Background: an optimization exercise with open tools, aiming at small area, a short achievable clock period and few clock cycles per item. Do not read the settings as production practice. RTL that was checked went through simulation tests only; none was proved equivalent to the original. Only the layout flow was run in runs 1 to 4, 6 and 7; the RTL was not checked for function there.

==> flow/design.v, too long to show whole: its modules and the start of the top module <==
// module fta_add_align: 28 lines
// module fta_add_sum: 19 lines
// module fta_add_norm: 30 lines
// module fta_mul_pp: 1281 lines
// module fta_booth_enc: 30 lines
// module fta_mul_red: 247 lines
// module fta_div_sel: 9 lines
// module fta_div_init: 14 lines
// module fta_div_row: 37 lines
// module fta_div_fin: 18 lines
// module fp32_truncating_alu_top: 419 lines
module fp32_truncating_alu_top
(
   input  wire logic        clock,
   input  wire logic        reset,
   input  wire logic        req_tvalid,
   output logic             req_tready,
   input  wire logic [71:0] req_tdata,
   output logic             rsp_tvalid,
   input  wire logic        rsp_tready,
   output logic [39:0]      rsp_tdata
);
  // ...
==> flow/run.sh <==
#!/bin/bash
# synth_recipe.tcl (not shown) runs the flow's synth.tcl, then flattens the netlist and writes it again
# the make line also repeats each setting of config.mk as NAME=value (left out here)
make -C /OpenROAD-flow-scripts/flow DESIGN_CONFIG=/design/flow/config.mk WORK_HOME=/design/flow/orfs CLKGATE_MAP_FILE= SYNTH_SCRIPT=/design/flow/synth_recipe.tcl finish
==> flow/config.mk <==
export PLATFORM = sky130hd
export DESIGN_NAME = fp32_truncating_alu_top
export DESIGN_NICKNAME = fp32_truncating_alu_top
export VERILOG_FILES = /design/flow/design.v
export SDC_FILE = /design/flow/constraint.sdc
export NUM_CORES = 4
export LEC_CHECK = 0
export ABC_AREA = 1
export CAP_MARGIN = 20
export CORE_MARGIN = 2
export CORE_UTILIZATION = 40
export SLEW_MARGIN = 20
==> flow/constraint.sdc <==
create_clock -name core_clock -period 12.0 [get_ports {clock}]
set_input_delay 2.4000 -clock core_clock [delete_from_list [all_inputs] [get_ports {clock}]]
set_output_delay 2.4000 -clock core_clock [all_outputs]
set_load 0.01 [all_outputs]
==> metrics.cfg, run 1 <==
[run_status]
status = finished clean

[critical_path]
path_cells = buf_4 > inv_2 > ha_1 > nand2_1 > nor4_1 > nand3_1 > nand2_4 > o21ai_2 > inv_2 > nand4_1 > a21oi_1 > nand2_1 > a21oi_1
worst-path-buf-inv = 3
arrival_ns = 6.72
timing.rr.start = bm0[21]$_DFFE_PN_
crit_slowest_cell = nand2_4
crit_cells = 13

[synth]
synth_compound_area_frac = 0.115
muxShareOfSynthArea = 0.00186
yosys.area_share.simple = 0.113
synth_cells = 8951
syn_area_per_cell_sq_um = 9.75
yosys_warnings = 3

[global_routing]
antenna_found_initial = 8
met1_usage = 0.320
grt.overflow.total = 0
grt_busiest_layer = met2
first_global_vias = 65500

[clock_tree]
cts.path.max_buffers = 3
htree_num_levels = 4

[layout]
top_register = mx1
multi_input_cells = 6011
nClkBuffers = 168
mostFrequentLayoutCell = nand2_1
multi_input_area_sq_um = 47100
buf_share = 0.0199
reg_top3 = mx1 x60, dg8 x45, dg7 x39

[detailed_routing]
drtIter0Drc = 6056

[worst_hold_path]
hold_path_depth = 0

[floorplan]
rows = 171

[timing]
tns_ns = 0
tightest_slew_ns = 1.07
fin_crit_sh = 0.512

[place]
dp_cells = 11700

==> module fta_div_sel, before the edit <==
module fta_div_sel
(
   input  wire logic [3:0] est,
   output logic            pos,
   output logic            neg
);
   assign pos = ~est[3];
   assign neg = est[3] & ~(&est[2:0]);
endmodule
==> module fta_div_init, before the edit <==
module fta_div_init
(
   input  wire logic [22:0] a_mantissa,
   input  wire logic [22:0] b_mantissa,
   input  wire logic        ge,
   output logic [26:0]      s,
   output logic [26:0]      c,
   output logic             pos,
   output logic             neg
);
   assign s = ge ? {3'b001, a_mantissa, 1'b1} : {2'b01, a_mantissa, 2'b01};
   assign c = ~{3'b001, b_mantissa, 1'b0};
   fta_div_sel u_sel (.est(s[26:23] + c[26:23]), .pos(pos), .neg(neg));
endmodule
==> module fta_div_row, before the edit <==
module fta_div_row
(
   input  wire logic [26:0] s,
   input  wire logic [26:0] c,
   input  wire logic [22:0] b_mantissa,
   input  wire logic        pos,
   input  wire logic        neg,
   output logic [26:0]      s_o,
   output logic [26:0]      c_o,
   output logic             npos,
   output logic             nneg
);
   logic [27:0] ys, yc, x, sm, mj;
   assign ys  = {s, 1'b0};
   assign yc  = {c, 1'b0};
   assign x   = ({28{pos}} & ~{4'b0001, b_mantissa, 1'b0})
              | ({28{neg}} &  {4'b0001, b_mantissa, 1'b0});
   assign sm  = ys ^ yc ^ x;
   assign mj  = (ys & yc) | (ys & x) | (yc & x);
   assign s_o = sm[26:0];
   assign c_o = {mj[25:0], pos};
   logic [3:0] t, e_p, e_z, e_n;
   logic       m_p, m_z, m_n;
   logic       p_p, n_p, p_z, n_z, p_n, n_n;
   assign t   = s[25:22] + c[25:22];
   assign m_p = (s[21] & c[21]) | ((s[21] | c[21]) & ~b_mantissa[21]);
   assign m_z = s[21] & c[21];
   assign m_n = (s[21] & c[21]) | ((s[21] | c[21]) & b_mantissa[21]);
   assign e_p = t + {3'b110, ~b_mantissa[22]} + {3'd0, m_p};
   assign e_z = t + {3'd0, m_z};
   assign e_n = t + {3'b001, b_mantissa[22]} + {3'd0, m_n};
   fta_div_sel u_sp (.est(e_p), .pos(p_p), .neg(n_p));
   fta_div_sel u_sz (.est(e_z), .pos(p_z), .neg(n_z));
   fta_div_sel u_sn (.est(e_n), .pos(p_n), .neg(n_n));
   assign npos = pos ? p_p : neg ? p_n : p_z;
   assign nneg = pos ? n_p : neg ? n_n : n_z;
endmodule
==> module fta_div_fin, before the edit <==
module fta_div_fin
(
   input  wire logic [26:0] s,
   input  wire logic [26:0] c,
   input  wire logic [22:0] qp,      
   input  wire logic [22:0] qn,      
   input  wire logic        ge,
   output logic [22:0]      mant
);
   logic [26:0] w;
   logic [23:0] t, tm;
   logic [22:0] q;
   assign w    = s + c;
   assign t    = {1'b1, qp} - {1'b0, qn};
   assign tm   = {1'b1, qp} + {1'b1, ~qn};
   assign q    = w[26] ? tm[22:0] : t[22:0];
   assign mant = {q[22:1], q[0] & ge};
endmodule
==> run 2, diff against run 1 <==
--- a/flow/design.v
+++ b/flow/design.v
@@ -1654,10 +1654,31 @@
 module fta_div_sel
 (
-   input  wire logic [3:0] est,
+   input  wire logic [3:0] a,
+   input  wire logic [3:0] b,
    output logic            pos,
    output logic            neg
 );
-   assign pos = ~est[3];
-   assign neg = est[3] & ~(&est[2:0]);
+   logic [3:0] p, g;
+   logic       c3, e3;
+   assign p   = a ^ b;
+   assign g   = a & b;
+   assign c3  = g[2] | (p[2] & g[1]) | (p[2] & p[1] & g[0]);
+   assign e3  = p[3] ^ c3;
+   assign pos = ~e3;
+   assign neg = e3 & ~(&p);
+endmodule
+module fta_div_sel3
+(
+   input  wire logic [3:0] a,
+   input  wire logic [3:0] b,
+   input  wire logic [3:0] v,
+   input  wire logic       ci,
+   output logic            pos,
+   output logic            neg
+);
+   logic [3:0] x, y;
+   assign x = a ^ b ^ v;
+   assign y = {(a[2:0] & b[2:0]) | (a[2:0] & v[2:0]) | (b[2:0] & v[2:0]), ci};
+   fta_div_sel u_sel (.a(x), .b(y), .pos(pos), .neg(neg));
 endmodule
 module fta_div_init
@@ -1673,5 +1694,5 @@
    assign s = ge ? {3'b001, a_mantissa, 1'b1} : {2'b01, a_mantissa, 2'b01};
    assign c = ~{3'b001, b_mantissa, 1'b0};
-   fta_div_sel u_sel (.est(s[26:23] + c[26:23]), .pos(pos), .neg(neg));
+   fta_div_sel u_sel (.a(s[26:23]), .b(c[26:23]), .pos(pos), .neg(neg));
 endmodule
 module fta_div_row
@@ -1696,17 +1717,14 @@
    assign s_o = sm[26:0];
    assign c_o = {mj[25:0], pos};
-   logic [3:0] t, e_p, e_z, e_n;
-   logic       m_p, m_z, m_n;
-   logic       p_p, n_p, p_z, n_z, p_n, n_n;
-   assign t   = s[25:22] + c[25:22];
+   logic m_p, m_z, m_n;
+   logic p_p, n_p, p_z, n_z, p_n, n_n;
    assign m_p = (s[21] & c[21]) | ((s[21] | c[21]) & ~b_mantissa[21]);
    assign m_z = s[21] & c[21];
    assign m_n = (s[21] & c[21]) | ((s[21] | c[21]) & b_mantissa[21]);
-   assign e_p = t + {3'b110, ~b_mantissa[22]} + {3'd0, m_p};
-   assign e_z = t + {3'd0, m_z};
-   assign e_n = t + {3'b001, b_mantissa[22]} + {3'd0, m_n};
-   fta_div_sel u_sp (.est(e_p), .pos(p_p), .neg(n_p));
-   fta_div_sel u_sz (.est(e_z), .pos(p_z), .neg(n_z));
-   fta_div_sel u_sn (.est(e_n), .pos(p_n), .neg(n_n));
+   fta_div_sel3 u_sp (.a(s[25:22]), .b(c[25:22]), .v({3'b110, ~b_mantissa[22]}), .ci(m_p),
+                      .pos(p_p), .neg(n_p));
+   fta_div_sel3 u_sz (.a(s[25:22]), .b(c[25:22]), .v(4'b0000), .ci(m_z), .pos(p_z), .neg(n_z));
+   fta_div_sel3 u_sn (.a(s[25:22]), .b(c[25:22]), .v({3'b001, b_mantissa[22]}), .ci(m_n),
+                      .pos(p_n), .neg(n_n));
    assign npos = pos ? p_p : neg ? p_n : p_z;
    assign nneg = pos ? n_p : neg ? n_n : n_z;
@@ -1727,5 +1745,5 @@
    assign t    = {1'b1, qp} - {1'b0, qn};
    assign tm   = {1'b1, qp} + {1'b1, ~qn};
-   assign q    = w[26] ? tm[22:0] : t[22:0];
+   assign q    = (t[22:0] & {23{~w[26]}}) | (tm[22:0] & {23{w[26]}});
    assign mant = {q[22:1], q[0] & ge};
 endmodule
==> flow/flow/run.sh (new file) <==
#!/bin/bash
# Standard layout, with timing repair aiming below the clock period: repair
# works on every path with less than SETUP_SLACK_MARGIN ns of slack.
set -euo pipefail
bash standard.sh SETUP_SLACK_MARGIN=7 finish > standard_flow.log 2>&1
==> flow/standard.sh (new file) <==
#!/bin/bash
# synth_recipe.tcl (not shown) runs the flow's synth.tcl, then flattens the netlist and writes it again
# the make line also repeats each setting of config.mk as NAME=value (left out here)
make -C /OpenROAD-flow-scripts/flow DESIGN_CONFIG=/design/flow/config.mk WORK_HOME=/design/flow/orfs CLKGATE_MAP_FILE= SYNTH_SCRIPT=/design/flow/synth_recipe.tcl "${@:-finish}"
removed: flow/run.sh
==> run 2 against run 1 <==
Still clean on timing, DRC and antenna. Via count rose by 3.7%. Global-route usage increased by 0.45 points. Flip-flop and latch count is the same. Largest cell class unchanged.
==> metrics.cfg, run 2 <==
[critical_path]
crit_slowest_cell = edfxtp_1
cp-start-kind = register
worstPathRequired_ns = 12.49
crit_fanout = 21
arrival_ns = 5.48  ; -1.24 ns
path_cells = clkinv_1 > buf_4 > o22ai_1 > xor2_1 > fa_1 > inv_1 > fa_1 > fa_1 > inv_1 > fa_1 > o22ai_1
max_stage_delay_ns = 0.76
endpoint_kind = register
crit_type = reg2reg
crit_top_cell = fa_1

[timing]
holdWs_ns = 0.393
fin_crit_sh = 0.416  ; -0.0963
slew_viol_final = 0
rsz0062_at_grt = true
skew_ns = 0.0339
finalSetupViolations = 0
tightest_slew_ns = 1.18  ; +0.112 ns
relSlewSlack = 0.212
tns_ns = 0  ; unchanged
period_minus_slack_ns = 4.99
timing.fmax_ghz = 0.200
finalHoldViolCount = 0

[clock_tree]
cts_sinks = 1121
path_clk_slew_ns = 0.06
clock_latency_ns = 0.81
root_buffer = clkbuf_16
numCtsBuffers = 132
htree_num_levels = 4  ; unchanged
holdBufCountCts = 0
cts.path.max_buffers = 3  ; unchanged
tritoncts = done

[place]
port_buffers = 104
dp_hpwl_um = 222000
dpl_cell_area_sq_um = 94300
place_congestion = 0.980

[detailed_routing]
drtAntennaViolNets = 0
routed_wl_um = 294000
route.detailed.drc = 0
via_per_inst = 5.34
dr.pass1.iters = 7
routed-via-count = 67400
drtIter0Drc = 5401  ; -11%
post_drt_wl_per_cell_um = 23.2

[synth]
synth_compound_area_frac = 0.109  ; -0.00597
synth_area_leader_cell = edfxtp_1
synth_top_area_share = 0.359
synth.distinct_cells = 74
synth_top_family_by_area = adder cells
synthesis.area_sq_um = 90000
yosys_warnings = 3  ; unchanged
syn_area_per_cell_sq_um = 9.58  ; -1.7%
muxShareOfSynthArea = 0.00203  ; +0.000166
synth_cells = 9388  ; +4.9%
synth_common_cells = inv_1 (1634), nand2_1 (1605), edfxtp_1 (1077)
synthFlopType = edfxtp_1
synth-edff-count = 1077
synth_xor_area_frac = 0.0503
async_flop_share = 0
synth.most_common_cell = inv_1
yosys.area_share.simple = 0.114  ; +0.000894
synth_area_leaders = edfxtp_1 (36%), fa_1 (18%), ha_1 (8.8%)
ys_ff_latch = 1121
seq_area_frac_synth = 0.369
yosys.area_share.adder = 0.268

[layout]
nets = 11000
largest_register_ffs = 60
fillers = 21400
syn_to_final_growth_pct = 11.8
mostFrequentLayoutCells = inv_1 (1606), nand2_1 (1584), edfxtp_1 (1077)
reg_top3 = mx1 x60, dg8 x45, dg7 x39
top_register = mx1
fin_util = 0.449
mostFrequentLayoutCell = inv_1
drive_above_1_share = 0.0690
final_area_sq_um = 101000

[global_routing]
grt_usage = 0.252
grt.overflow.total = 0  ; unchanged
antenna_found_initial = 9  ; +1
grt_max_degree = 90
first_global_vias = 68100  ; +4.0%
grt_pass1_wl_um = 431000

[floorplan]
die-area_sq_um = 229000
io_pins = 118
fp.dieW_um = 478
rows = 174  ; +1.8%
core_sq_um = 224000
initial_core_util = 0.401
die_h_um = 478

[worst_hold_path]
hp-class = reg2reg

[job]
drv_cap = 0

[run_status]
status = finished clean

run 2: final cells by class:
type / count / area, sq um / share of cell area
repair inverters: 3 / 21.3 / 0.000211
clock inverters: 78 / 815 / 0.00810
diodes: 3 / 7.51 / 0.0000746
clock buffers: 163 / 3610 / 0.0359
repair buffers: 353 / 3220 / 0.0320
multi-input cells: 6226 / 49500 / 0.492
inverters: 1686 / 6440 / 0.0640
flip-flops and latches: 1121 / 33200 / 0.330
well taps: 2992 / 3740 / 0.0372
run 2: critical path: cells and delay by family (launching register included):
family	cells	cell delay, ns
buffers and inverters	4	1.09
XOR/XNOR	1	0.23
AO/OA/AOI/OAI	2	0.41
flip-flops	1	0.76
adder cells (fa/ha/maj)	4	2.16
run 2: what timing repair did:
| action | in CTS | in global routing |
|---|---|---|
| setup endpoints to repair | 279 | 277 |
| cloned | 5 | 10 |
| gates resized for setup | 89 | 123 |
| buffers inserted | 33 | 77 |
| pin swaps | 8 | 46 |
run 2: metrics by stage:
| stage | std cells | worst slack [ns] |
|---|---|---|
| 2_1_floorplan | 9394 | 6.58 |
| 3_3_place_gp | 12300 | 5.99 |
| 3_5_place_dp | 12300 | 6.02 |
| 4_1_cts | 12500 | 6.96 |
| 5_1_grt | 12600 | 6.80 |
| 6_report | 12600 | 7.01 |
run 2: kinds of logic after synthesis:
kind of cell	after synthesis
AO/OA/AOI/OAI	1731
XOR/XNOR	516
multiplexers	18
adder cells (fa/ha/maj)	1442
flip-flops	1121
AND/OR/NAND/NOR	2506
other	1
buffers and inverters	2053
run 2: path summary, 6_finish.rpt:
kind                startpoint               end  slack (ns)  depth (start not counted)
min reg2reg    e1[2]$_DFFE_PN_   e2[2]$_DFFE_PN_        0.39                          0
max reg2reg  am0[15]$_DFFE_PN_  c1[24]$_DFFE_PN_        7.01                         11
min            e1[2]$_DFFE_PN_   e2[2]$_DFFE_PN_        0.39                          0
max          am0[15]$_DFFE_PN_  c1[24]$_DFFE_PN_        7.01                         11
run 2: routing by layer:
layer  up-vias  routed length [um]  track usage
li1      31100                   -            -
met4         0               24600        0.177
met3       858               17400       0.0387
met5         -                   0            0
met1     32800              108000        0.289
met2      2584              143000        0.431
==> run 3, diff against run 2 <==
--- a/flow/config.mk
+++ b/flow/config.mk
@@ -9,4 +9,5 @@
 export CAP_MARGIN = 20
 export CORE_MARGIN = 2
-export CORE_UTILIZATION = 40
+export CORE_UTILIZATION = 55
+export PLACE_DENSITY = 0.7
 export SLEW_MARGIN = 20
==> run 3 against run 2 <==
Via count is 1.0% higher. Global-route usage is 9.6 points higher. Sequential share of layout area is 0.48 points higher. Largest cell class unchanged.
==> metrics.cfg, run 3 <==
[timing]
tightest_slew_ns = 1.23  ; +0.0459 ns
timing.fmax_ghz = 0.203  ; +1.4%
finalSetupViolations = 0  ; unchanged
period_minus_slack_ns = 4.92  ; -0.0696 ns
finalHoldViolCount = 0  ; unchanged
relSlewSlack = 0.182  ; -0.0297
fin_crit_sh = 0.410  ; -0.00580
slew_viol_final = 0  ; unchanged
skew_ns = 0.0606  ; +0.0267 ns
tns_ns = 0  ; unchanged
rsz0062_at_grt = true

[clock_tree]
clock_latency_ns = 0.81  ; about the same
cts_sinks = 1121  ; unchanged
htree_num_levels = 3  ; -1
numCtsBuffers = 121  ; -8.3%
root_buffer = clkbuf_16
cts.path.max_buffers = 3  ; unchanged
tritoncts = done
path_clk_slew_ns = 0.08  ; +0.02 ns
holdBufCountCts = 0  ; unchanged

[floorplan]
fp.dieW_um = 408  ; -15%
die-area_sq_um = 167000  ; -27%
rows = 148  ; -15%
io_pins = 118  ; unchanged
core_sq_um = 163000  ; -27%
initial_core_util = 0.553  ; +0.152
die_h_um = 408  ; -15%

[synth]
yosys_warnings = 3  ; unchanged
synth_area_leaders = edfxtp_1 (36%), fa_1 (18%), ha_1 (8.8%)
synth.most_common_cell = inv_1
synthesis.area_sq_um = 90000  ; unchanged
synth_area_leader_cell = edfxtp_1
synth_top_area_share = 0.359  ; unchanged
synth_cells = 9388  ; unchanged
async_flop_share = 0  ; unchanged
syn_area_per_cell_sq_um = 9.58  ; unchanged
synthFlopType = edfxtp_1
synth_common_cells = inv_1 (1634), nand2_1 (1605), edfxtp_1 (1077)
ys_ff_latch = 1121  ; unchanged
synth-edff-count = 1077  ; unchanged
synth.distinct_cells = 74  ; unchanged
seq_area_frac_synth = 0.369  ; unchanged

[worst_hold_path]
hp-class = reg2reg

[layout]
reg_top3 = mx1 x60, dg8 x45, dg7 x39
fin_util = 0.610  ; +0.161
fillers = 13800  ; -36%
mostFrequentLayoutCells = inv_1 (1603), nand2_1 (1583), edfxtp_1 (1077)
final_area_sq_um = 99200  ; -1.4%
layoutNonFillerInstCount = 11800  ; -6.7%
multi_input_area_sq_um = 49500  ; about the same
nets = 11000  ; -0.34%
largest_register_ffs = 60  ; unchanged
drive_above_1_share = 0.0670  ; -0.00194
top_register = mx1
final-seq-area_sq_um = 33200  ; unchanged
syn_to_final_growth_pct = 10.2
mostFrequentLayoutCell = inv_1

[place]
dp_cells = 11400  ; -6.8%
place_congestion = 1.02  ; +4.0%
port_buffers = 104  ; unchanged
dp_hpwl_um = 218000  ; -1.6%
dpl_cell_area_sq_um = 93200  ; -1.1%

[detailed_routing]
dr.pass1.iters = 7  ; unchanged
via_per_inst = 5.78  ; +8.3%
routed-via-count = 68100  ; +1.0%
post_drt_wl_per_cell_um = 24.8  ; +6.5%
drtAntennaViolNets = 0  ; unchanged
routed_wl_um = 292000  ; -0.67%
drtIter0Drc = 5917  ; +9.6%
route.detailed.drc = 0  ; unchanged

[global_routing]
grt.overflow.total = 0  ; unchanged
grt_pass1_wl_um = 431000  ; about the same
antenna_found_initial = 12  ; +3
grt_usage = 0.348  ; +0.0960
first_global_vias = 69400  ; +1.8%
grt_max_degree = 197  ; +120%

[job]
drv_cap = 0  ; unchanged

[critical_path]
worstPathRequired_ns = 12.61  ; +0.12 ns
endpoint_kind = register
arrival_ns = 5.53  ; +0.05 ns
crit_fanout = 30  ; +43%
crit_type = reg2reg
cp-start-kind = register

[run_status]
status = finished clean

[run 3: cell counts after synthesis]
Identical to the previous run, type by type.
[run 3: metrics by stage]
stage / hold slack, ns / setup WS, ns
after detailed placement: 0.405 / 6.15
final: 0.372 / 7.08
after floorplan: 0.400 / 6.58
after CTS: 0.374 / 6.99
after global routing: 0.397 / 6.92
after global placement: 0.400 / 6.13
[run 3: logic make-up after synthesis]
logic type                 after synthesis  share of synthesized area
buffers and inverters                 2053                     0.0873
other                                    1                  0.0000417
muxes                                   18                    0.00203
adders and majority gates             1442                      0.268
AOI/OAI and AO/OA                     1731                      0.109
xor gates and xnor gates               516                     0.0503
and+or+nand+nor                       2506                      0.114
DFF                                   1121                      0.369
[run 3: path summary, 6_finish.rpt]
kind                      from                end  slack (ns)  depth (start not counted)
max          bm0[13]$_DFFE_PN_   c1[11]$_DFFE_PN_        7.08                         23
min          dg7[29]$_DFFE_PN_  dg8[35]$_DFFE_PN_        0.37                          0
max reg2reg  bm0[13]$_DFFE_PN_   c1[11]$_DFFE_PN_        7.08                         23
min reg2reg  dg7[29]$_DFFE_PN_  dg8[35]$_DFFE_PN_        0.37                          0
[run 3: layout make-up]
type                            instances  area share
Antenna cell                            4    0.000101
Clock buffer                          145      0.0333
Clock inverter                         87     0.00946
Inverter                             1686      0.0650
Multi-Input combinational cell       6223       0.499
Sequential cell                      1121       0.335
Tap cell                             2175      0.0274
Timing Repair Buffer                  328      0.0303
Timing Repair inverter                  5    0.000278
[run 3: critical path: stages (launching register included)]
cell        delay [ns]
edfxtp_1          0.34
buf_6             0.30
clkinvlp_4        0.18
buf_4             0.29
ha_1              0.33
nand2_1           0.06
nor2_1            0.15
nand3_1           0.10
nor2_2            0.22
nand2_1           0.09
nand2_1           0.19
nand2_1           0.13
nand2_4           0.23
nand2_8           0.20
o21ai_2           0.16
buf_4             0.35
inv_4             0.17
nand2_2           0.12
nand2_4           0.08
nor2_8            0.12
nand2_2           0.16
inv_2             0.10
nand3_1           0.26
a21oi_1           0.36
[run 3: layer usage]
metal | GRT usage | vias to the layer above | share of wire
met4 | 0.313 | 6 | 0.11
met1 | 0.375 | 32800 | 0.34
li1 | - | 31000 | -
met5 | 0 | - | 0.00017
met3 | 0.0565 | 1196 | 0.066
met2 | 0.591 | 3071 | 0.48
[run 3: what timing repair did]
item | 4_1_cts | 5_1_grt
endpoints found under the hold margin | 0 | 0
pin swaps | 5 | 40
resized for setup | 80 | 138
gates cloned | 5 | 7
buffers inserted | 26 | 72
setup endpoints to repair | 329 | 333
==> run 4, diff against run 3 <==
==> flow/flow/run.sh (replaced) <==
#!/bin/bash
# Standard layout, with timing repair aiming below the clock period: repair
# works on every path with less than SETUP_SLACK_MARGIN ns of slack.
set -euo pipefail
bash standard.sh SETUP_SLACK_MARGIN=7.5 finish > standard_flow.log 2>&1
--- a/flow/config.mk
+++ b/flow/config.mk
@@ -9,5 +9,4 @@
 export CAP_MARGIN = 20
 export CORE_MARGIN = 2
-export CORE_UTILIZATION = 55
-export PLACE_DENSITY = 0.7
+export CORE_UTILIZATION = 40
 export SLEW_MARGIN = 20
==> run 4 against run 3 <==
Via count grew 1.2%. Cell area is 5.1% higher. Maximum frequency is 8.3% higher. Register-to-register slack better by 0.38 ns. Sequential share of layout area down 1.6 points. Non-clock buffer count grew 176. Count of clock-buffer cells in the layout is 11 higher. Highest routed layer is now met4.
==> metrics.cfg, run 4 <==
[clock_tree]
cts.path.max_buffers = 3  ; unchanged
htree_num_levels = 4  ; +1
clock_latency_ns = 0.83  ; +0.02 ns
numCtsBuffers = 132  ; +9.1%
holdBufCountCts = 0  ; unchanged
root_buffer = clkbuf_16
cts_sinks = 1121  ; unchanged
path_clk_slew_ns = 0.06  ; -0.02 ns
tritoncts = done

[timing]
period_minus_slack_ns = 4.54  ; -0.375 ns
finalHoldViolCount = 0  ; unchanged
tns_ns = 0  ; unchanged
slew_viol_final = 0  ; unchanged
skew_ns = 0.0637  ; +0.00302 ns
finalSetupViolations = 0  ; unchanged
fin_crit_sh = 0.379  ; -0.0313
tightest_slew_ns = 1.26  ; +0.0305 ns
timing.fmax_ghz = 0.220  ; +8.3%
holdWs_ns = 0.392  ; +0.0203 ns
rsz0062_at_grt = true
relSlewSlack = 0.160  ; -0.0224
setup_ws_ns = 7.46  ; +0.375 ns

[place]
dp_hpwl_um = 222000  ; +1.8%
port_buffers = 104  ; unchanged
place_congestion = 0.979  ; -4.0%
preCtsSetupSlack_ns = 6.27  ; +0.120 ns

[layout]
top_register = mx1
nets = 11200  ; +1.9%
syn_to_final_growth_pct = 15.8
multi_input_area_sq_um = 51300  ; +3.6%
mostFrequentLayoutCell = inv_1
largest_register_ffs = 60  ; unchanged
reg_top3 = mx1 x60, dg8 x45, dg7 x39
final-seq-area_sq_um = 33200  ; about the same
drive_above_1_share = 0.118  ; +0.0509
mostFrequentLayoutCells = inv_1 (1551), nand2_1 (1535), edfxtp_1 (1077)
fillers = 21100  ; +54%

[synth]
yosys_warnings = 3  ; unchanged
syn_area_per_cell_sq_um = 9.58  ; unchanged
synth_top_area_share = 0.359  ; unchanged
ys_ff_latch = 1121  ; unchanged
synth-edff-count = 1077  ; unchanged
synth_area_leaders = edfxtp_1 (36%), fa_1 (18%), ha_1 (8.8%)
seq_area_frac_synth = 0.369  ; unchanged
synth_cells = 9388  ; unchanged
synth_area_leader_cell = edfxtp_1
async_flop_share = 0  ; unchanged
synthFlopType = edfxtp_1
synth.most_common_cell = inv_1
synth.distinct_cells = 74  ; unchanged
synthesis.area_sq_um = 90000  ; unchanged
synth_common_cells = inv_1 (1634), nand2_1 (1605), edfxtp_1 (1077)

[detailed_routing]
drtAntennaViolNets = 0  ; unchanged
drtIter0Drc = 6070  ; +2.6%
routed-via-count = 68900  ; +1.2%
routed_wl_um = 309000  ; +5.9%
dr.pass1.iters = 9  ; +2
post_drt_wl_per_cell_um = 24.1  ; -2.5%
via_per_inst = 5.38  ; -6.9%
route.detailed.drc = 0  ; unchanged

[critical_path]
crit_type = reg2reg
crit_fanout = 5  ; -83%
worstPathRequired_ns = 12.53  ; -0.08 ns
crit_family = adder cells
arrival_ns = 5.07  ; -0.46 ns
max_stage_delay_ns = 0.57  ; +0.21 ns
endpoint_kind = register
worst-path-buf-inv = 3  ; -3
path_cells = inv_4 > fa_1 > inv_1 > ha_2 > a21oi_2 > nor2_1 > nor2_2 > a21oi_2 > o21ai_2 > nand2_2 > nand2_4 > or2_4 > nand2_8 > o21ai_2 > fa_2 > fa_2 > inv_1 > ha_2 > a221oi_2 > xor2_1 > nand2_1 > nand2_1 > a21oi_1
crit_slowest_cell = fa_2
cp-start-kind = register

[floorplan]
io_pins = 118  ; unchanged
fp.dieW_um = 478  ; +17%
core_sq_um = 224000  ; +38%
die_h_um = 478  ; +17%
die-area_sq_um = 229000  ; +37%
initial_core_util = 0.401  ; -0.152
rows = 174  ; +18%

[run_status]
status = finished clean

[global_routing]
grt_usage = 0.262  ; -0.0862
grt_max_degree = 179  ; -9.1%
grt.overflow.total = 0  ; unchanged
antenna_found_initial = 9  ; -3
grt_pass1_wl_um = 446000  ; +3.4%
first_global_vias = 68900  ; -0.72%

[job]
drv_cap = 0  ; unchanged

[worst_hold_path]
hp-class = reg2reg

run 4: cell counts after synthesis:
Identical to the previous run, type by type.
run 4: worst register-to-register path: cells and delay by family, from the launching register on:
kind | cells | cell delay [ns]
compound gates | 6 | 0.76
xor+xnor | 1 | 0.20
fa+ha+maj | 5 | 1.95
buf+inv | 3 | 0.16
flops | 1 | 0.43
simple gates | 8 | 0.74
run 4: metal layers:
layer | track usage | up-vias | routed length (um)
li1 | - | 31400 | -
met1 | 0.310 | 33700 | 115000
met2 | 0.438 | 2812 | 147000
met3 | 0.0411 | 955 | 20300
met4 | 0.179 | 0 | 26300
met5 | 0 | - | 0
run 4: cells by family after synthesis:
logic type	Yosys count	synth area share
and+or+nand+nor	2506	0.114
buffers and inverters	2053	0.0873
AOI/OAI and AO/OA	1731	0.109
adders and majority gates	1442	0.268
DFF	1121	0.369
xor gates and xnor gates	516	0.0503
muxes	18	0.00203
other	1	0.0000417
run 4: worst paths after layout:
path	startpoint	endpoint	slack (ns)	cells after the start
worst max-delay path	d1[22]$_DFFE_PN_	qp2$_DFFE_PN_	7.46	23
worst min-delay path	e5[2]$_DFFE_PN_	e6[2]$_DFFE_PN_	0.39	0
worst max register to register	d1[22]$_DFFE_PN_	qp2$_DFFE_PN_	7.46	23
worst min register to register	e5[2]$_DFFE_PN_	e6[2]$_DFFE_PN_	0.39	0
run 4: stage by stage:
stage / cells / area (sq um) / utilization
after floorplan: 9394 / 90300 / -
after global placement: 12200 / 94400 / 0.421
after detailed placement: 12200 / 94400 / 0.421
after CTS: 12600 / 101000 / 0.452
after global routing: 12800 / 104000 / 0.465
final: 12800 / 104000 / 0.465
run 4: cell type report:
class / count / share of cell area
timing repair buffer: 504 / 0.0458
clock inverter: 85 / 0.00982
tap: 2992 / 0.0359
timing repair inverter: 12 / 0.00107
multi-input combinational: 6236 / 0.492
sequential: 1121 / 0.319
clock buffer: 156 / 0.0332
antenna: 6 / 0.000144
inverter: 1686 / 0.0632
run 4: what timing repair did:
item,CTS,global route
pin swaps,76,214
setup endpoints to repair,447,352
cloned,24,19
resized for setup,292,422
buffers inserted,135,137
==> run 5, diff against run 4 <==
--- a/flow/design.v
+++ b/flow/design.v
@@ -1745,5 +1745,5 @@
    assign t    = {1'b1, qp} - {1'b0, qn};
    assign tm   = {1'b1, qp} + {1'b1, ~qn};
-   assign q    = (t[22:0] & {23{~w[26]}}) | (tm[22:0] & {23{w[26]}});
+   assign q    = w[26] ? tm[22:0] : t[22:0];
    assign mant = {q[22:1], q[0] & ge};
 endmodule
==> flow/flow/run.sh (replaced) <==
#!/bin/bash
# Standard layout, with timing repair aiming below the clock period: repair
# works on every path with less than SETUP_SLACK_MARGIN ns of slack.
set -euo pipefail
bash standard.sh SETUP_SLACK_MARGIN=8 finish > standard_flow.log 2>&1
==> run 5 against run 4 <==
Maximum frequency down 3.8%. Worst setup slack got worse by 0.18 ns. Register-to-register slack got worse by 0.18 ns. Critical path depth increased by 11.
==> metrics.cfg, run 5 <==
[run_status]
status = finished clean

[layout]
reg_top3 = mx1 x60, dg8 x45, dg7 x39
fin_util = 0.512  ; +0.0471
syn_to_final_growth_pct = 27.6
final_area_sq_um = 113000  ; +8.9%
drive_above_1_share = 0.251  ; +0.133
fillers = 19700  ; -7.1%
mostFrequentLayoutCell = inv_1
largest_register_ffs = 60  ; unchanged
mostFrequentLayoutCells = inv_1 (1421), nand2_1 (1191), edfxtp_1 (1077)
nets = 11400  ; +1.9%
top_register = mx1

[critical_path]
cp-startpoint = s8[3]$_DFFE_PN_
timing.rr.start = s8[3]$_DFFE_PN_
worstPathRequired_ns = 12.53  ; about the same
crit_fanout = 5  ; unchanged
crit_slowest_cell = edfxtp_1
crit_type = reg2reg
cp-start-kind = register
max_stage_delay_ns = 0.36  ; -0.21 ns
arrival_ns = 5.25  ; +0.18 ns
crit_top_cell = nor2_2
endpoint_kind = register

[synth]
synth_top_area_share = 0.364  ; +0.00439
synthesis.area_sq_um = 88900  ; -1.2%
synth_area_leaders = edfxtp_1 (36%), fa_1 (18%), ha_1 (8.9%)
syn_area_per_cell_sq_um = 9.76  ; +1.9%
synth-edff-count = 1077  ; unchanged
synth_common_cells = inv_1 (1581), nand2_1 (1477), edfxtp_1 (1077)
synth_cells = 9106  ; -3.0%
yosys_warnings = 3  ; unchanged
ys_ff_latch = 1121  ; unchanged
async_flop_share = 0  ; unchanged
synth_area_leader_cell = edfxtp_1
synth.most_common_cell = inv_1
synth.distinct_cells = 77  ; +4.1%
synthFlopType = edfxtp_1
seq_area_frac_synth = 0.374  ; +0.00451

[timing]
setup_ws_ns = 7.28  ; -0.178 ns
fin_crit_sh = 0.394  ; +0.0148
skew_ns = 0.0468  ; -0.0168 ns
period_minus_slack_ns = 4.72  ; +0.178 ns
slew_viol_final = 0  ; unchanged
timing.fmax_ghz = 0.212  ; -3.8%
rsz0062_at_grt = true
finalHoldViolCount = 0  ; unchanged
finalSetupViolations = 0  ; unchanged
tightest_slew_ns = 1.06  ; -0.197 ns
relSlewSlack = 0.291  ; +0.131
tns_ns = 0  ; unchanged

[global_routing]
antenna_found_initial = 9  ; unchanged
grt_usage = 0.271  ; +0.00871
first_global_vias = 71100  ; +3.2%
grt_max_degree = 196  ; +9.5%
grt.overflow.total = 0  ; unchanged
grt_pass1_wl_um = 455000  ; +1.9%

[place]
preCtsSetupSlack_ns = 5.75  ; -0.522 ns
place_congestion = 0.978  ; -0.14%
dpl_cell_area_sq_um = 93300  ; -1.1%
port_buffers = 104  ; unchanged
dp_hpwl_um = 206000  ; -7.3%

[job]
drv_cap = 0  ; unchanged

[floorplan]
die-area_sq_um = 226000  ; -1.2%
rows = 173  ; -0.57%
die_h_um = 475  ; -0.60%
io_pins = 118  ; unchanged
core_sq_um = 222000  ; -1.2%
initial_core_util = 0.401  ; about the same
fp.dieW_um = 475  ; -0.60%

[clock_tree]
holdBufCountCts = 0  ; unchanged
htree_num_levels = 4  ; unchanged
path_clk_slew_ns = 0.07  ; about the same
tritoncts = done
cts_sinks = 1121  ; unchanged
numCtsBuffers = 135  ; +2.3%
root_buffer = clkbuf_16
clock_latency_ns = 0.80  ; -0.03 ns
cts.path.max_buffers = 3  ; unchanged

[detailed_routing]
post_drt_wl_per_cell_um = 24.3  ; +0.89%
drtAntennaViolNets = 0  ; unchanged
routed-via-count = 70800  ; +2.8%
dr.pass1.iters = 9  ; unchanged
routed_wl_um = 316000  ; +2.4%
route.detailed.drc = 0  ; unchanged
drtIter0Drc = 6229  ; +2.6%
via_per_inst = 5.45  ; +1.2%

[worst_hold_path]
hp-class = reg2reg
hold_start = dg7[10]$_DFFE_PN_

## run 5: logic make-up (layout without fill, tap and decap cells)
| logic type | count (synthesis) | after routing | synth area share |
|---|---|---|---|
| AND/OR/NAND/NOR | 2272 | 2302 | 0.104 |
| buffers and inverters | 1991 | 2857 | 0.0855 |
| AO/OA/AOI/OAI | 1754 | 1761 | 0.112 |
| adder cells (fa/ha/maj) | 1441 | 1441 | 0.271 |
| flip-flops | 1121 | 1121 | 0.374 |
| XOR/XNOR | 508 | 508 | 0.0511 |
| multiplexers | 18 | 18 | 0.00205 |
| other | 1 | 10 | 0.0000422 |
## run 5: metal layers
| layer | vias to the layer above | global-route usage | routed length (um) |
|---|---|---|---|
| met5 | - | 0 | 27 |
| met4 | 4 | 0.158 | 24000 |
| met3 | 985 | 0.0441 | 22100 |
| met2 | 2913 | 0.457 | 151000 |
| met1 | 35200 | 0.327 | 119000 |
| li1 | 31700 | - | - |
## run 5: path summary, 6_finish.rpt
check                   endpoint  slack (ns)  depth (start not counted)
max          out_r[31]$_DFFE_PP_        7.28                         34
min            dg8[16]$_DFFE_PN_        0.40                          0
max reg2reg  out_r[31]$_DFFE_PP_        7.28                         34
min reg2reg    dg8[16]$_DFFE_PN_        0.40                          0
## run 5: critical path: cells and delay by family, from the launching register on
family / cells / cell delay [ns]
adder cells (fa/ha/maj): 2 / 0.61
AND/OR/NAND/NOR: 20 / 2.14
AO/OA/AOI/OAI: 9 / 1.08
flip-flops: 1 / 0.36
buffers and inverters: 3 / 0.26
## run 5: area by class of cell
cell class,instances,area (sq um),area share
multi-input cells,6037,55300,0.487
flip-flops and latches,1121,33200,0.293
repair buffers,963,10100,0.0891
inverters,1632,6480,0.0571
well taps,2975,3720,0.0328
clock buffers,168,3620,0.0319
clock inverters,77,843,0.00744
repair inverters,17,150,0.00132
diodes,3,7.51,0.0000662
## run 5: through the flow
stage	std cells	hold WS (ns)
after floorplan	9112	0.400
after global placement	12000	0.400
after detailed placement	12000	0.405
after CTS	12700	0.399
after global routing	13000	0.412
final	13000	0.396
## run 5: repair_timing
action	4_1_cts	5_1_grt
hold endpoints to repair	0	0
endpoints found under the setup margin	571	446
resized for setup	1378	999
pin swaps	407	490
gates cloned	69	23
buffers inserted	426	274
Testbench counts of run 5, summed over its fixed seeds: cycles 16,080, items 16,000.
==> run 6, diff against run 5 <==
--- a/flow/design.v
+++ b/flow/design.v
@@ -1711,6 +1711,5 @@
    assign ys  = {s, 1'b0};
    assign yc  = {c, 1'b0};
-   assign x   = ({28{pos}} & ~{4'b0001, b_mantissa, 1'b0})
-              | ({28{neg}} &  {4'b0001, b_mantissa, 1'b0});
+   assign x   = {28{pos | neg}} & ({4'b0001, b_mantissa, 1'b0} ^ {28{pos}});
    assign sm  = ys ^ yc ^ x;
    assign mj  = (ys & yc) | (ys & x) | (yc & x);
@@ -1740,10 +1739,14 @@
 );
    logic [26:0] w;
-   logic [23:0] t, tm;
+   logic [23:0] t;
+   logic [22:0] low;                 
    logic [22:0] q;
-   assign w    = s + c;
-   assign t    = {1'b1, qp} - {1'b0, qn};
-   assign tm   = {1'b1, qp} + {1'b1, ~qn};
-   assign q    = w[26] ? tm[22:0] : t[22:0];
+   assign w = s + c;
+   assign t = {1'b1, qp} - {1'b0, qn};
+   always_comb begin
+      low[0] = 1'b1;
+      for (int i = 1; i < 23; i++) low[i] = low[i-1] & ~t[i-1];
+   end
+   assign q    = t[22:0] ^ (low & {23{w[26]}});
    assign mant = {q[22:1], q[0] & ge};
 endmodule
==> flow/flow/run.sh (replaced) <==
#!/bin/bash
# Standard layout, with timing repair aiming below the clock period: repair
# works on every path with less than SETUP_SLACK_MARGIN ns of slack.
set -euo pipefail
bash standard.sh SETUP_SLACK_MARGIN=7.5 finish > standard_flow.log 2>&1
==> run 6 against run 5 <==
Still clean on timing, DRC and antenna. Synthesized cell count is 2.1% lower. Non-clock buffer count is 422 lower. Hold slack worse by 0.015 ns. Cell count is 5.8% lower. Register-to-register slack better by 0.17 ns. Global-route usage is 1.9 points lower. Critical endpoint is now qn3$_DFFE_PN_. Highest routed layer unchanged.
==> metrics.cfg, run 6 <==
[run_status]
status = finished clean

[global_routing]
grt_usage = 0.252  ; -0.0193
grt_pass1_wl_um = 420000  ; -7.6%
first_global_vias = 67500  ; -5.0%
grt.overflow.total = 0  ; unchanged
antenna_found_initial = 14  ; +5
grt_max_degree = 87  ; -56%

[layout]
syn_to_final_growth_pct = 16.3
fillers = 20300  ; +3.3%
nets = 10800  ; -5.6%
top_register = mx1
mostFrequentLayoutCell = nand2_1
largest_register_ffs = 60  ; unchanged
final_area_sq_um = 103000  ; -9.6%
reg_top3 = mx1 x60, dg8 x46, dg7 x40
drive_above_1_share = 0.122  ; -0.129
final-seq-area_sq_um = 33400  ; +0.54%
multi_input_area_sq_um = 50100  ; -9.4%
mostFrequentLayoutCells = nand2_1 (1361), inv_1 (1272), edfxtp_1 (1083)

[detailed_routing]
dr_wl_met2_um = 142000  ; -6.4%
drtIter0Drc = 5931  ; -4.8%
drtAntennaViolNets = 0  ; unchanged
dr.pass1.iters = 7  ; -2
route.detailed.drc = 0  ; unchanged
routed-via-count = 67000  ; -5.4%
via_per_inst = 5.47  ; +0.39%
post_drt_wl_per_cell_um = 23.8  ; -2.3%
highest_layer = met5
m1WireLength_um = 105000  ; -12%
wl_met3_um = 20100  ; -9.0%
routed_wl_um = 291000  ; -7.9%

[floorplan]
fp.dieW_um = 474  ; -0.40%
core_sq_um = 220000  ; -0.97%
initial_core_util = 0.402  ; +0.000631
io_pins = 118  ; unchanged
die_h_um = 474  ; -0.40%
die-area_sq_um = 224000  ; -0.80%
rows = 172  ; -0.58%

[critical_path]
worstPathRequired_ns = 12.57  ; +0.04 ns
rrSetupSlack_ns = 7.45  ; +0.17 ns
r2r_cells = 22  ; -35%
crit_type = reg2reg
r2r_end = qn3$_DFFE_PN_
arrival_ns = 5.13  ; -0.12 ns
endpoint_kind = register
cp-start-kind = register
crit_fanout = 7  ; +2
timing.rr.start = s2[22]$_DFFE_PN_

[clock_tree]
htree_num_levels = 4  ; unchanged
root_buffer = clkbuf_16
cts_sinks = 1127  ; +0.54%
tritoncts = done
holdBufCountCts = 0  ; unchanged
clock_latency_ns = 0.82  ; +0.02 ns
numCtsBuffers = 134  ; -0.74%
path_clk_slew_ns = 0.06  ; about the same
cts.path.max_buffers = 3  ; unchanged

[synth]
seq_area_frac_synth = 0.379  ; +0.00510
synth.most_common_cell = nand2_1
async_flop_share = 0  ; unchanged
synth_cells = 8915  ; -2.1%
synth-edff-count = 1083  ; +0.56%
synth.distinct_cells = 68  ; -12%
synthFlopType = edfxtp_1
synth_area_leader_cell = edfxtp_1
synth_area_leaders = edfxtp_1 (37%), fa_1 (19%), ha_1 (8.9%)
ys_ff_latch = 1127  ; +0.54%
syn_area_per_cell_sq_um = 9.89  ; +1.3%
synth_common_cells = nand2_1 (1402), inv_1 (1334), edfxtp_1 (1083)
synthesis.area_sq_um = 88200  ; -0.81%
synth_top_area_share = 0.369  ; +0.00502
yosys_warnings = 4  ; +1

[timing]
period_minus_slack_ns = 4.55  ; -0.168 ns
setup_ws_ns = 7.45  ; +0.168 ns
fin_crit_sh = 0.380  ; -0.0140
timing.fmax_ghz = 0.220  ; +3.7%
slew_viol_final = 0  ; unchanged
skew_ns = 0.0623  ; +0.0155 ns
rsz0062_at_grt = true
finalSetupViolations = 0  ; unchanged
finalHoldViolCount = 0  ; unchanged
tightest_slew_ns = 1.12  ; +0.0628 ns
tns_ns = 0  ; unchanged
relSlewSlack = 0.245  ; -0.0463

[place]
preCtsSetupSlack_ns = 5.87  ; +0.121 ns
port_buffers = 104  ; unchanged
place_congestion = 0.992  ; +1.5%
dpl_cell_area_sq_um = 92300  ; -1.1%
dp_hpwl_um = 202000  ; -2.2%

[worst_hold_path]
hold_start = dg4[21]$_DFFE_PN_
hold_path_depth = 0  ; unchanged
hp-class = reg2reg
hold_end = dg5[27]$_DFFE_PN_

[job]
drv_cap = 0  ; unchanged

run 6: timing repair:
| item | CTS | global route |
|---|---|---|
| gates cloned | 36 | 22 |
| pin swaps | 53 | 206 |
| buffers inserted | 134 | 150 |
| endpoints found under the setup margin | 549 | 356 |
| resized for setup | 276 | 414 |
run 6: cells by family after synthesis:
group,share of synthesized area
and+or+nand+nor,0.112
buffers and inverters,0.0760
AOI/OAI and AO/OA,0.108
adders and majority gates,0.275
DFF,0.379
xor gates and xnor gates,0.0481
muxes,0.00150
other,0.0000425
run 6: per-layer routing:
layer | up-vias | global-route usage
met2 | 2762 | 0.432
met3 | 986 | 0.0460
met1 | 32800 | 0.282
met4 | 2 | 0.177
li1 | 30400 | -
met5 | - | 0
run 6: critical path, stage by stage, from the launching register on:
cell,delay (ns)
edfxtp_1,0.43
inv_2,0.14
fa_1,0.46
ha_2,0.20
a21oi_2,0.11
nor2_1,0.04
nor2_1,0.13
xor2_1,0.24
o31ai_2,0.11
nand2_2,0.12
nand3_4,0.13
buf_4,0.18
fa_1,0.55
inv_1,0.07
ha_4,0.30
ha_1,0.26
a21oi_1,0.26
nand2_1,0.13
xnor2_1,0.16
o211ai_1,0.11
nand2_1,0.07
nand2_1,0.06
nand2_1,0.05
run 6: worst max path at each step:
stage / start / to / slack [ns] / depth (start not counted)
6_report: s2[22]$_DFFE_PN_ / qn3$_DFFE_PN_ / 7.45 / 22
5_1_grt: s2[22]$_DFFE_PN_ / qn3$_DFFE_PN_ / 7.20 / 22
4_1_cts: s2[0]$_DFFE_PN_ / e3[8]$_DFFE_PN_ / 7.38 / 26
3_5_place_dp: c2[0]$_DFFE_PN_ / e3[8]$_DFFE_PN_ / 5.87 / 26
3_3_place_gp: c2[0]$_DFFE_PN_ / e3[8]$_DFFE_PN_ / 5.85 / 26
2_1_floorplan: skid_v$_SDFF_PP0_ / req_tready / 6.54 / 3
run 6: cell type report:
type,instances,area share
Multi-Input combinational cell,6059,0.488
Timing Repair inverter,14,0.000854
Timing Repair Buffer,541,0.0539
Sequential cell,1127,0.326
Clock inverter,80,0.00931
Tap cell,2871,0.0350
Antenna cell,6,0.000146
Inverter,1380,0.0521
Clock buffer,163,0.0345
run 6: stage by stage:
step / hold slack, ns / utilization / cells
finish: 0.381 / 0.467 / 12200
global placement: 0.401 / 0.421 / 11700
detailed placement: 0.405 / 0.421 / 11700
floorplan: 0.400 / - / 8921
global route: 0.393 / 0.467 / 12200
CTS: 0.377 / 0.453 / 12100
==> run 7, diff against run 6 <==
--- a/flow/config.mk
+++ b/flow/config.mk
@@ -9,4 +9,5 @@
 export CAP_MARGIN = 20
 export CORE_MARGIN = 2
-export CORE_UTILIZATION = 40
+export CORE_UTILIZATION = 55
+export PLACE_DENSITY = 0.7
 export SLEW_MARGIN = 20
==> run 7 against run 6 <==
Global-route usage up 10 points. Sequential share of layout area up 0.47 points. Hold slack worse by 0.011 ns. Critical endpoint is now qn6$_DFFE_PN_. Largest cell class unchanged.
==> metrics.cfg, run 7 <==
[timing]
fin_crit_sh = 0.385  ; +0.00551
skew_ns = 0.0556  ; -0.00668 ns
rsz0062_at_grt = true
tightest_slew_ns = 1.14  ; +0.0205 ns
relSlewSlack = 0.238  ; -0.00677
finalHoldViolCount = 0  ; unchanged
slew_viol_final = 0  ; unchanged
tns_ns = 0  ; unchanged
finalSetupViolations = 0  ; unchanged
period_minus_slack_ns = 4.62  ; +0.0661 ns
timing.fmax_ghz = 0.216  ; -1.4%

[clock_tree]
htree_num_levels = 3  ; -1
tritoncts = done
numCtsBuffers = 120  ; -10%
cts_sinks = 1127  ; unchanged
cts.path.max_buffers = 3  ; unchanged
holdBufCountCts = 0  ; unchanged
clock_latency_ns = 0.81  ; about the same
path_clk_slew_ns = 0.06  ; about the same
root_buffer = clkbuf_16

[worst_hold_path]
hold_start = dg6[2]$_DFFE_PN_
hp-class = reg2reg
hold_path_depth = 0  ; unchanged
hold_end = dg7[8]$_DFFE_PN_

[layout]
drive_above_1_share = 0.119  ; -0.00307
mostFrequentLayoutCell = nand2_1
fillers = 12700  ; -37%
nets = 10700  ; -0.29%
top_register = mx1
largest_register_ffs = 60  ; unchanged
fin_util = 0.637  ; +0.170
reg_top3 = mx1 x60, dg8 x46, dg7 x40
syn_to_final_growth_pct = 14.6
mostFrequentLayoutCells = nand2_1 (1368), inv_1 (1270), edfxtp_1 (1083)
final_area_sq_um = 101000  ; -1.4%

[synth]
synthFlopType = edfxtp_1
synth_top_area_share = 0.369  ; unchanged
yosys_warnings = 4  ; unchanged
syn_area_per_cell_sq_um = 9.89  ; unchanged
ys_ff_latch = 1127  ; unchanged
synth_cells = 8915  ; unchanged
synth.distinct_cells = 68  ; unchanged
synth.most_common_cell = nand2_1
seq_area_frac_synth = 0.379  ; unchanged
synth_area_leader_cell = edfxtp_1
async_flop_share = 0  ; unchanged
synth_common_cells = nand2_1 (1402), inv_1 (1334), edfxtp_1 (1083)
synth_area_leaders = edfxtp_1 (37%), fa_1 (19%), ha_1 (8.9%)
synth-edff-count = 1083  ; unchanged
synthesis.area_sq_um = 88200  ; unchanged

[critical_path]
r2r_cells = 23  ; +4.5%
timing.rr.start = c5[22]$_DFFE_PN_
endpoint_kind = register
arrival_ns = 5.13  ; about the same
r2r_end = qn6$_DFFE_PN_
cp-start-kind = register
worstPathRequired_ns = 12.51  ; -0.06 ns
rrSetupSlack_ns = 7.38  ; -0.07 ns
crit_type = reg2reg
crit_fanout = 5  ; -2

[floorplan]
die_h_um = 404  ; -15%
rows = 146  ; -15%
die-area_sq_um = 164000  ; -27%
io_pins = 118  ; unchanged
core_sq_um = 159000  ; -28%
initial_core_util = 0.555  ; +0.154
fp.dieW_um = 404  ; -15%

[detailed_routing]
via_per_inst = 5.94  ; +8.6%
dr.pass1.iters = 6  ; -1
routed-via-count = 67700  ; +1.2%
drtIter0Drc = 7113  ; +20%
route.detailed.drc = 0  ; unchanged
routed_wl_um = 296000  ; +1.7%
drtAntennaViolNets = 0  ; unchanged
post_drt_wl_per_cell_um = 26.0  ; +9.1%

[global_routing]
antenna_found_initial = 11  ; -3
grt_max_degree = 171  ; +97%
first_global_vias = 67200  ; -0.48%
grt_pass1_wl_um = 427000  ; +1.7%
grt.overflow.total = 0  ; unchanged
grt_usage = 0.356  ; +0.104

[place]
dpl_cell_area_sq_um = 91300  ; -1.1%
dp_hpwl_um = 209000  ; +3.4%
port_buffers = 104  ; unchanged
place_congestion = 1.02  ; +2.4%

[run_status]
status = finished clean

[job]
drv_cap = 0  ; unchanged

[run 7: area by class of cell]
class | instances | area [sq um] | area share
multi-input combinational | 6057 | 50200 | 0.496
timing repair inverter | 13 | 73.8 | 0.000730
clock buffer | 141 | 3110 | 0.0308
clock inverter | 83 | 1020 | 0.0101
timing repair buffer | 527 | 5370 | 0.0531
antenna | 6 | 15.0 | 0.000149
tap | 2072 | 2590 | 0.0256
sequential | 1127 | 33400 | 0.330
inverter | 1380 | 5330 | 0.0527
[run 7: critical path, cell delays in order, from the launching register on]
cell and delay [ns]:
edfxtp_1 0.51, buf_6 0.17, ha_1 0.28, ha_1 0.20
and3_4 0.17, o21ai_0 0.21, nand4_1 0.20, buf_4 0.19
buf_4 0.13, nand3_4 0.11, nor2_1 0.06, a21oi_1 0.21
fa_2 0.38, inv_2 0.10, fa_1 0.55, inv_1 0.06
ha_2 0.18, nand3_2 0.07, nand2_2 0.07, xnor2_2 0.16
nand3_1 0.12, nand2_1 0.08, nand2_1 0.07, nand2_1 0.07
[run 7: per-stage QoR]
stage | instances | hold WS [ns] | worst slack [ns]
after floorplan | 8921 | 0.400 | 6.54
after global placement | 10800 | 0.400 | 6.23
after detailed placement | 10800 | 0.405 | 6.17
after CTS | 11300 | 0.363 | 7.44
after global routing | 11400 | 0.383 | 7.20
final | 11400 | 0.370 | 7.38
[run 7: kinds of logic (layout without fill, tap and decap cells)]
kind of cell,count (synthesis),in the layout,synth area share
multiplexers,13,13,0.00150
AO/OA/AOI/OAI,1711,1717,0.108
XOR/XNOR,484,484,0.0481
buffers and inverters,1750,2144,0.0760
AND/OR/NAND/NOR,2383,2390,0.112
other,1,13,0.0000425
flip-flops,1127,1127,0.379
adder cells (fa/ha/maj),1446,1446,0.275
[run 7: routing by layer]
metal / vias up / routed length (um) / share of wire / global-route usage
met2: 3403 / 139000 / 0.47 / 0.585
met3: 1027 / 23200 / 0.078 / 0.0620
met1: 33000 / 105000 / 0.35 / 0.417
met4: 10 / 28700 / 0.097 / 0.269
li1: 30300 / - / - / -
met5: - / 62 / 0.00021 / 0
[run 7: worst max path at each step]
stage                            startpoint         endpoint  slack, ns  cells past startpoint
after CTS                  d2[22]$_DFFE_PN_    qn3$_DFFE_PN_       7.44                     23
final                      c5[22]$_DFFE_PN_    qn6$_DFFE_PN_       7.38                     23
after detailed placement      qp1$_DFFE_PN_  s2[7]$_DFFE_PN_       6.17                     19
after global placement        qp1$_DFFE_PN_  s2[6]$_DFFE_PN_       6.23                     19
after global routing       d5[22]$_DFFE_PN_    qn6$_DFFE_PN_       7.20                     25
after floorplan           skid_v$_SDFF_PP0_       req_tready       6.54                      3
[run 7: timing repair]
item	CTS	global route
buffers inserted	157	129
gates resized for setup	289	397
gates cloned	33	17
endpoints found under the setup margin	447	339
hold endpoints to repair	0	0
pin swaps	69	186

-- re-timing with driven ports --
The flow's constraints put no driver on any port. The routed layouts listed below were extracted and timed again, unchanged, in two steps. Step 1: set_driving_cell puts a clkbuf_16 on clock and a buf_2 on each other input, an assumption about the parent block. Step 2 also shifts input and output timing later by t, the mid clock arrival at the registers, as if the neighbouring blocks saw the same clock. Three values: no drivers, after step 1, after step 2; two values: the first two.
| run | t (ns) | slack for setup (ns) | worst setup path after step 2 |
|---|---|---|---|
| run 1 | 0.905 | 5.854 / 5.854 / 5.854 | register to register |
| run 2 | 0.891 | 7.010 / 7.010 / 7.010 | register to register |
| run 3 | 0.877 | 7.080 / 7.080 / 7.080 | register to register |
| run 4 | 0.895 | 7.455 / 7.455 / 7.407 | input to register |
| run 5 | 0.873 | 7.278 / 7.278 / 7.278 | register to register |
| run 6 | 0.885 | 7.445 / 7.445 / 6.928 | input to register |
| run 7 | 0.859 | 7.379 / 7.379 / 6.893 | input to register |
After both steps setup and hold are still met in every run listed. For run 6, which loses most, drivers alone change the setup slack by 0.000 ns; drivers and shift together by -0.517 ns.
